What follows belongs to an exercise in optimizing a design on an open flow for small area, a short achievable clock period and few clock cycles; a production flow would make more cautious choices.
The RTL was checked by simulation tests, not by an equivalence proof against the original design.
No activity file was given, so power comes from the tool's default toggle rates.

Design dw_tile_top, start of the top module:
module dw_tile_top (
    input  wire         clk,
    input  wire         rst_n,
    input  wire         start_i,
    output logic        busy_o,
    output logic        done_o,
    input  wire  [15:0] cfg_in_img_h_i,
    input  wire  [15:0] cfg_in_img_w_i,
    input  wire  [16:0] cfg_tile_in_row_i,
    input  wire  [16:0] cfg_tile_in_col_i,
    input  wire  [15:0] cfg_tile_out_h_i,
    input  wire  [15:0] cfg_tile_out_w_i,
    input  wire  [15:0] cfg_channels_i,
    input  wire  [15:0] cfg_stride_i,
    input  wire  [7:0]  cfg_pad_value_i,
    input  wire  [31:0] cfg_in_base_i,
    input  wire  [31:0] cfg_buf_base_i,
    output logic        in_rd_en_o,
    output logic [31:0] in_rd_addr_o,
    input  wire  [7:0]  in_rd_data_i,
    output logic        buf_wr_en_o,
    output logic [31:0] buf_wr_addr_o,
    output logic [7:0]  buf_wr_data_o,
    input  wire  [71:0] kernel_i,
    input  wire  [31:0] q_bias_i,
    input  wire  [15:0] q_mul_i,
    input  wire  [5:0]  q_shift_i,
    input  wire  [7:0]  q_relu_min_i,
    input  wire  [7:0]  q_relu_max_i,
    output logic [15:0] ch_idx_o
);
make LEC_CHECK=0 CAP_MARGIN=20 CORE_MARGIN=2 CORE_UTILIZATION=60 SLEW_MARGIN=20 finish   # period 14.0 ns
run.sh (not shown) runs the stock make flow with config.mk's settings and CLKGATE_MAP_FILE= SYNTH_SCRIPT=/design/flow/synth_recipe.tcl, a recipe that flattens the netlist after the stock synthesis.
The baseline completed without violations.
Testbench counts at the start, summed over its fixed seeds: cycles 64,836.
Next try:
--- a/flow/design.v
+++ b/flow/design.v
@@ -268,17 +268,16 @@
     logic        c1_rd, c1_sh, c1_cpl, c1_h2, c1_be;
     logic [2:0]  c1_step, c1_sv;
     logic [1:0]  c1_kx;
     logic        c2_cpl, c2_h2, c2_be;
     logic signed [8:0] dq;
     logic [5:0][3:0]   bneg, bone, btwo;
     logic [5:0][19:0]  acc_s, acc_c;
     logic        c3_cpl, c3_h2;
-    logic        c3_p1;          
     logic        h_v0, h_be, h_p2;
     logic [19:0] h0s, h0c, h1s, h1c;     
     logic        r0_v, r0_row1, r0_be, r0_p2, r0_ihm;
     logic [20:0] r0_x;           
     logic [1:0]  r0_c, r0_k;     
     logic        r1_v, r1_row1, r1_be, r1_p2, r1_ihm;
     logic [29:0] r1_m0s, r1_m0c, r1_m1s, r1_m1c;
     logic [27:0] r1_hi;          
@@ -541,17 +540,16 @@
         for (int l = 0; l < 6; l++) begin
             l_wb[l] = l_en[l] ? {kernel_i[8*l_idx[l] +: 8], 1'b0} : 9'd0;
         end
     end
     always_ff @(posedge clk) begin
         c2_h2  <= c1_h2;
         c2_be  <= c1_be;
         c3_h2  <= c2_h2;
-        c3_p1  <= c2_cpl && c2_h2;
         dq     <= $signed({in_rd_data_i[7], in_rd_data_i}) - $signed({pad_q[7], pad_q});
         for (int l = 0; l < 6; l++) begin
             for (int i = 0; i < 4; i++) begin
                 bneg[l][i] <= l_wb[l][2*i+2] && !(l_wb[l][2*i+1] && l_wb[l][2*i]);
                 bone[l][i] <= l_wb[l][2*i+1] ^ l_wb[l][2*i];
                 btwo[l][i] <= (l_wb[l][2*i+2 -: 3] == 3'b011) || (l_wb[l][2*i+2 -: 3] == 3'b100);
             end
         end
@@ -642,19 +640,19 @@
     logic [20:0]        u_sc;
     logic [21:0]        w_al;
     logic signed [21:0] t_al;
     logic [1:0]         t_k;
     logic [1:0][29:0]   m_hs, m_hc;
     logic [27:0]        m_hi, hi_t1, hi_t2;
     logic [47:0]        p48;
     always_comb begin
-        ihv   = (qinit[20] == psw_q[19]) ? q_ih : qinit[20] ? q_ih + 12'd1 : q_ih - 12'd1;
-        s_in  = c3_p1 ? h1s : h0s;
-        c_in  = c3_p1 ? h1c : h0c;
+        ihv   = q_ih + {11'd0, qinit[20]} - {11'd0, psw_q[19]};
+        s_in  = (c3_cpl && c3_h2) ? h1s : h0s;
+        c_in  = (c3_cpl && c3_h2) ? h1c : h0c;
         u_sc  = {1'b0, s_in} + {1'b0, c_in};
         w_al  = {2'b00, q_il} + {2'b00, s_in} + {2'b00, c_in};
         t_al  = w_al - {{1'b0, u_sc[20]} + {1'b0, u_sc[19]}, 20'd0};
         t_k   = (t_al[21:20] == 2'b01 && q_ihmax) ? 2'b01 :
                 (t_al[21:20] == 2'b11 && q_ihmin) ? 2'b11 : 2'b00;
         for (int h = 0; h < 2; h++) begin
             logic [29:0] rows [4];
             logic [29:0] n3, a1, b1, a2, b2;
@@ -692,18 +690,18 @@
             a2 = a1 ^ b1 ^ t3;
             b2 = ((a1 & b1) | (a1 & t3) | (b1 & t3)) << 1;
             a3 = a2 ^ b2 ^ t4;
             b3 = ((a2 & b2) | (a2 & t4) | (b2 & t4)) << 1;
             p48 = a3 + b3;
         end
     end
     always_ff @(posedge clk) begin
-        r0_row1 <= c3_p1;
-        r0_be   <= c3_p1 ? 1'b0 : h_be;
+        r0_row1 <= c3_cpl && c3_h2;
+        r0_be   <= (c3_cpl && c3_h2) ? 1'b0 : h_be;
         r0_p2   <= h_p2;
         r0_x    <= qld_q ? {{9{ihv[11]}}, ihv} : {1'b0, t_al[19:0]};
         r0_c    <= t_al[21:20];
         r0_k    <= t_k;
         r1_row1 <= r0_row1;
         r1_be   <= r0_be;
         r1_p2   <= r0_p2;
         r1_m0s  <= m_hs[0];
What happened:
- cell area is about the same
- wire length is higher by 0.65%
- register-to-register slack is better by 0.43 ns
- setup slack is better by 0.43 ns
- die area stays flat
- area after synthesis barely changes
- clock power is higher by about 4%
Testbench counts after the change, summed over its fixed seeds: cycles 64,836.

==> separate check: timing with driven ports <==
In the flow no input, the clock included, has a driving cell. The finished layouts below were timed again as built, in two steps.
Step 1 (the two cells are an assumption about what drives the block):
set clk [get_ports {clk}]
set_driving_cell -lib_cell sky130_fd_sc_hd__clkbuf_16 $clk
set_driving_cell -lib_cell sky130_fd_sc_hd__buf_2 [delete_from_list [all_inputs] $clk]
Step 2 also shifts input and output timing later by t, the mid clock arrival at the registers, as if the neighbouring blocks saw the same clock.
Slacks: ideal ports / drivers / drivers and shift; pairs: ideal ports / drivers.
run	shift t [ns]	slack for setup (ns)	clock arrival spread, ns	slew at the worst register clock pin (ns)
the first run	0.905	7.808 / 7.808 / 7.479	0.043 / 0.043	0.07 / 0.07
the second run	0.907	8.234 / 8.234 / 8.044	0.036 / 0.037	0.07 / 0.07
After both steps every run listed still meets setup and hold. The setup slack of the first run, which loses most, moves by 0.000 ns with the drivers and by -0.329 ns with both steps.
